Background: an optimization exercise with open tools, aiming at small area. Do not read the settings as production practice.
RTL that was checked went through simulation tests only; none was proved equivalent to the original.

## rev 12
==> module spram_rd_pair, before the edit <==
module spram_rd_pair (
    input  logic q0,
    input  logic sel0_n,
    input  logic q1,
    input  logic sel1_n,
    output logic hit
);
    assign hit = !((q0 || sel0_n) && (q1 || sel1_n));
endmodule
==> module spram_array, before the edit <==
module spram_array (
    input  logic [spram_pkg::mem_depth*spram_pkg::data_width-1:0] mem,    
    input  logic [7:0]                                            rd_hi,
    input  logic [7:0]                                            rd_lo,
    output logic [2*spram_pkg::data_width-1:0]                    rd_half   
);
    localparam int DW = spram_pkg::data_width;
    logic [spram_pkg::mem_depth-1:0] sel_n;
    for (genvar w = 0; w < spram_pkg::mem_depth; w++) begin : g_sel
        spram_rd_sel u_sel (
            .hi    (rd_hi[w/8]),
            .lo    (rd_lo[w%8]),
            .sel_n (sel_n[w])
        );
    end
    for (genvar b = 0; b < DW; b++) begin : g_bit
        logic [31:0] hit;
        logic [7:0]  miss;
        for (genvar k = 0; k < 32; k++) begin : g_pair
            spram_rd_pair u_pair (
                .q0     (mem[(2*k)*DW+b]),
                .sel0_n (sel_n[2*k]),
                .q1     (mem[(2*k+1)*DW+b]),
                .sel1_n (sel_n[2*k+1]),
                .hit    (hit[k])
            );
        end
        for (genvar g = 0; g < 8; g++) begin : g_nor
            spram_rd_nor4 u_nor (
                .hit  (hit[4*g +: 4]),
                .miss (miss[g])
            );
        end
        for (genvar h = 0; h < 2; h++) begin : g_nand
            spram_rd_nand4 u_nand (
                .miss (miss[4*h +: 4]),
                .hit  (rd_half[h*DW+b])
            );
        end
    end
endmodule
==> module spram_out_pipe, before the edit <==
module spram_out_pipe (
    input  logic hit0,
    input  logic hit1,
    input  logic load,
    input  logic hold,
    input  logic q,
    output logic d
);
    assign d = (load && !(hit0 || hit1)) || (hold && q);
endmodule
==> module spram_top, before the edit <==
module spram_top (
    input  logic                  clka,
    input  logic                  rsta,
    input  logic                  ena,
    input  spram_pkg::addr_t      addra,
    input  spram_pkg::data_t      dina,
    input  spram_pkg::lane_mask_t wea,
    input  logic                  regcea,
    output spram_pkg::data_t      douta
);
    localparam int DW = spram_pkg::data_width;
    localparam int BW = spram_pkg::byte_width;
    localparam int NL = spram_pkg::num_lanes;
    localparam int ND = spram_pkg::mem_depth;
    logic [DW-1:0] mem [0:ND-1];
    logic [7:0] req_lo;
    logic [7:0] req_hi;
    logic       rd_valid;      
    logic [DW-1:0]         wb_data;
    spram_pkg::lane_mask_t wb_lanes;
    logic [7:0] dec_lo;
    logic [7:0] dec_hi;
    always_comb begin
        for (int i = 0; i < 8; i++) begin
            dec_lo[i] = (addra[2:0] == 3'(i));
            dec_hi[i] = (addra[5:3] == 3'(i));
        end
    end
    always_ff @(posedge clka or posedge rsta) begin
        if (rsta) begin
            rd_valid <= 1'b0;
        end else if (ena) begin
            rd_valid <= 1'b1;
        end
    end
    always_ff @(posedge clka) begin
        if (ena) begin
            req_lo    <= dec_lo;
            req_hi    <= dec_hi;
            wb_data <= dina;
            wb_lanes  <= wea;
        end
    end
    logic [ND*NL-1:0] lane_we;
    spram_port_ctrl spram_port_ctrl_inst (
        .ena      (ena),
        .wb_lanes (wb_lanes),
        .wb_hi    (req_hi),
        .wb_lo_n  (~req_lo),
        .lane_we  (lane_we)
    );
    always_ff @(posedge clka) begin
        for (int w = 0; w < ND; w++) begin
            for (int i = 0; i < NL; i++) begin
                if (lane_we[w*NL+i]) begin
                    mem[w][i*BW +: BW] <= wb_data[i*BW +: BW];
                end
            end
        end
    end
    logic [ND*DW-1:0] mem_flat;
    logic [2*DW-1:0]  rd_half;
    always_comb begin
        for (int w = 0; w < ND; w++) begin
            mem_flat[w*DW +: DW] = mem[w];
        end
    end
    spram_array spram_array_inst (
        .mem     (mem_flat),
        .rd_hi   (req_hi),
        .rd_lo   (req_lo),
        .rd_half (rd_half)
    );
    logic [DW-1:0] dout_next;
    for (genvar b = 0; b < DW; b++) begin : g_out
        spram_out_pipe u_out (
            .hit0   (rd_half[b]),
            .hit1   (rd_half[DW+b]),
            .load   (regcea && rd_valid),
            .hold   (!regcea),
            .q      (douta[b]),
            .d      (dout_next[b])
        );
    end
    always_ff @(posedge clka or posedge rsta) begin
        if (rsta) begin
            douta <= spram_pkg::read_reset_value;
        end else begin
            douta <= dout_next;
        end
    end
endmodule
clock: 3.2 ns
lec_check: 0
cap_margin: 20
core_margin: 2
core_utilization: 60
cts_buf_list: sky130_fd_sc_hd__clkbuf_8
cts_cluster_diameter: 60
cts_cluster_size: 18
place_density: 0.72
setup_slack_margin: 0.3
slew_margin: 20
synth_hierarchical: 1
standard.sh (not shown) runs the stock make flow with config.mk's settings and CLKGATE_MAP_FILE= SYNTH_SCRIPT=/design/flow/synth_recipe.tcl, a recipe that flattens the netlist after the stock synthesis.
==> flow/flow/run.sh <==
#!/bin/bash
# Own layout flow: the standard flow, with the combinational gates of
# the synthesis netlist sized by fanout before floorplan and the output
# ports buffered with the smallest buffer after global placement.
set -euo pipefail
W=$(pwd)
bash standard.sh synth > "$W/flow_synth.log" 2>&1
bash standard.sh finish PRE_FLOORPLAN_TCL="$W/flow/downsize.tcl" \
  POST_GLOBAL_PLACE_TCL="$W/flow/outbuf.tcl" > "$W/flow_finish.log" 2>&1
==> flow/flow/downsize.tcl <==
# Sourced by ORFS at the start of floorplan (PRE_FLOORPLAN_TCL): size every
# combinational gate by the fanout of its output, smallest drive for a
# fanout up to 5, drive 2 up to 16, drive 4 above. The flow's own repair
# later sizes up what timing needs.
set db [ord::get_db]
set block [ord::get_db_block]
set n 0
foreach inst [$block getInsts] {
  set name [[$inst getMaster] getName]
  if {![regexp {^(sky130_fd_sc_hd__(nor|nand|and|or|o|a)[0-9a-z]*)_([0-9]+)$} $name -> base kind drive]} {
    continue
  }
  set fanout 0
  foreach it [$inst getITerms] {
    if {[$it isOutputSignal]} {
      set net [$it getNet]
      if {$net ne "NULL"} {
        set fanout [expr {[llength [$net getITerms]] - 1 + [llength [$net getBTerms]]}]
      }
    }
  }
  set want 1
  if {$fanout > 16} {
    set want 4
  } elseif {$fanout > 5} {
    set want 2
  }
  set m "NULL"
  for {set d $want} {$d >= 1 && $m eq "NULL"} {incr d -1} {
    set m [$db findMaster ${base}_$d]
  }
  if {$m ne "NULL" && [$m getName] ne $name} {
    $inst swapMaster $m
    incr n
  }
}
puts "downsize: $n gates resized by fanout"
==> flow/flow/outbuf.tcl <==
# Sourced by ORFS at the end of global placement (POST_GLOBAL_PLACE_TCL):
# the buffer that drives each output port becomes the smallest buffer.
# Input ports keep the delay buffer that the standard flow gives them.
set db [ord::get_db]
set block [ord::get_db_block]
set small [$db findMaster sky130_fd_sc_hd__buf_1]
set n 0
foreach bt [$block getBTerms] {
  if {[$bt getIoType] ne "OUTPUT"} { continue }
  set net [$bt getNet]
  if {$net eq "NULL"} { continue }
  foreach it [$net getITerms] {
    if {![$it isOutputSignal]} { continue }
    set inst [$it getInst]
    if {[[$inst getMaster] getName] eq "sky130_fd_sc_hd__clkdlybuf4s50_1"} {
      $inst swapMaster $small
      incr n
    }
  }
}
puts "outbuf: $n output port buffers set to buf_1"
### rev 12 -> rev 13
-- flow/design.v --
<<< rev 12, line 68
endmodule
module spram_rd_pair (
    input  logic q0,
    input  logic sel0_n,
    input  logic q1,
    input  logic sel1_n,
    output logic hit
);
    assign hit = !((q0 || sel0_n) && (q1 || sel1_n));
endmodule
module spram_rd_nor4 (
>>> rev 13, line 68
endmodule
module spram_rd_pair (
    input  logic q0_n,
    input  logic sel0_n,
    input  logic q1_n,
    input  logic sel1_n,
    output logic hit
);
    assign hit = !((q0_n || sel0_n) && (q1_n || sel1_n));
endmodule
module spram_rd_nor4 (
<<< rev 12, line 89
endmodule
module spram_array (
    input  logic [spram_pkg::mem_depth*spram_pkg::data_width-1:0] mem,    
    input  logic [7:0]                                            rd_hi,
    input  logic [7:0]                                            rd_lo,
>>> rev 13, line 89
endmodule
module spram_array (
    input  logic [spram_pkg::mem_depth*spram_pkg::data_width-1:0] mem_n,    
    input  logic [7:0]                                            rd_hi,
    input  logic [7:0]                                            rd_lo,
<<< rev 12, line 108
        for (genvar k = 0; k < 32; k++) begin : g_pair
            spram_rd_pair u_pair (
                .q0     (mem[(2*k)*DW+b]),
                .sel0_n (sel_n[2*k]),
                .q1     (mem[(2*k+1)*DW+b]),
                .sel1_n (sel_n[2*k+1]),
                .hit    (hit[k])
>>> rev 13, line 108
        for (genvar k = 0; k < 32; k++) begin : g_pair
            spram_rd_pair u_pair (
                .q0_n   (mem_n[(2*k)*DW+b]),
                .sel0_n (sel_n[2*k]),
                .q1_n   (mem_n[(2*k+1)*DW+b]),
                .sel1_n (sel_n[2*k+1]),
                .hit    (hit[k])
<<< rev 12, line 138
    output logic d
);
    assign d = (load && !(hit0 || hit1)) || (hold && q);
endmodule
`timescale 1ns/1ps
>>> rev 13, line 138
    output logic d
);
    assign d = (load && (hit0 || hit1)) || (hold && q);
endmodule
`timescale 1ns/1ps
<<< rev 12, line 155
    localparam int NL = spram_pkg::num_lanes;
    localparam int ND = spram_pkg::mem_depth;
    logic [DW-1:0] mem [0:ND-1];
    logic [7:0] req_lo;
    logic [7:0] req_hi;
    logic       rd_valid;      
    logic [DW-1:0]         wb_data;
    spram_pkg::lane_mask_t wb_lanes;
    logic [7:0] dec_lo;
>>> rev 13, line 155
    localparam int NL = spram_pkg::num_lanes;
    localparam int ND = spram_pkg::mem_depth;
    logic [DW-1:0] mem_n [0:ND-1];
    logic [7:0] req_lo;
    logic [7:0] req_hi;
    logic       rd_valid;      
    logic [DW-1:0]         wb_data_n;
    spram_pkg::lane_mask_t wb_lanes;
    logic [7:0] dec_lo;
<<< rev 12, line 180
            req_lo    <= dec_lo;
            req_hi    <= dec_hi;
            wb_data <= dina;
            wb_lanes  <= wea;
        end
>>> rev 13, line 180
            req_lo    <= dec_lo;
            req_hi    <= dec_hi;
            wb_data_n <= ~dina;
            wb_lanes  <= wea;
        end
<<< rev 12, line 196
            for (int i = 0; i < NL; i++) begin
                if (lane_we[w*NL+i]) begin
                    mem[w][i*BW +: BW] <= wb_data[i*BW +: BW];
                end
            end
>>> rev 13, line 196
            for (int i = 0; i < NL; i++) begin
                if (lane_we[w*NL+i]) begin
                    mem_n[w][i*BW +: BW] <= wb_data_n[i*BW +: BW];
                end
            end
<<< rev 12, line 205
    always_comb begin
        for (int w = 0; w < ND; w++) begin
            mem_flat[w*DW +: DW] = mem[w];
        end
    end
    spram_array spram_array_inst (
        .mem     (mem_flat),
        .rd_hi   (req_hi),
        .rd_lo   (req_lo),
>>> rev 13, line 205
    always_comb begin
        for (int w = 0; w < ND; w++) begin
            mem_flat[w*DW +: DW] = mem_n[w];
        end
    end
    spram_array spram_array_inst (
        .mem_n   (mem_flat),
        .rd_hi   (req_hi),
        .rd_lo   (req_lo),
==> notes.md <==
Higher number of antenna violations at the first check in global routing among rev 13 and rev 12: rev 13. Delta (rev 13 minus rev 12): via count went up by 628; synthesized cell count went up by about 1.6%; count of clock-buffer cells in the layout went up by 2.1%; clock period minus final worst setup slack went up by 0.13 ns. Going from rev 12 to rev 13, global-route wire length before repair grows by about 3.5%. Status: die area parity (rev 13, rev 12). In rev 13 relative to rev 12, total wire length had gone up by a few percent. [compare] base=rev 12 new=rev 13: cell count has increased; critical path required time lost 0.04 ns. Rev 13 and rev 12 ended up with nearly the same area fraction in and, or, nand and nor cells after synthesis. Per the comparison of rev 13 with rev 12, register clock-pin slew on the reported worst setup and hold paths has remained practically unchanged, met2 wire length has decreased.
Function not checked in rev 13: the RTL went through the layout flow alone.

[what the ideal ports hide]
In the flow no input, the clock included, has a driving cell. The finished layouts below were timed again as built, in two steps. Step 1: set_driving_cell puts a clkbuf_16 on clka and a buf_2 on each other input, an assumption about the parent block. Step 2, shift: input delay + t, output delay - t, t = (earliest + latest rising clock arrival at the registers) / 2. This alone moves slack from input paths to output paths. Three values: ideal ports, drivers, drivers and shift; two values: the first two.
run | shift t [ns] | setup WS [ns] | worst setup path at the end | worst data-port slew with drivers (ns)
rev 12 | 0.956 | 0.272 / 0.272 / 0.272 | register to register | 0.19
rev 13 | 0.973 | 0.140 / 0.140 / 0.140 | register to register | 0.18
After both steps every run listed still meets setup and hold.
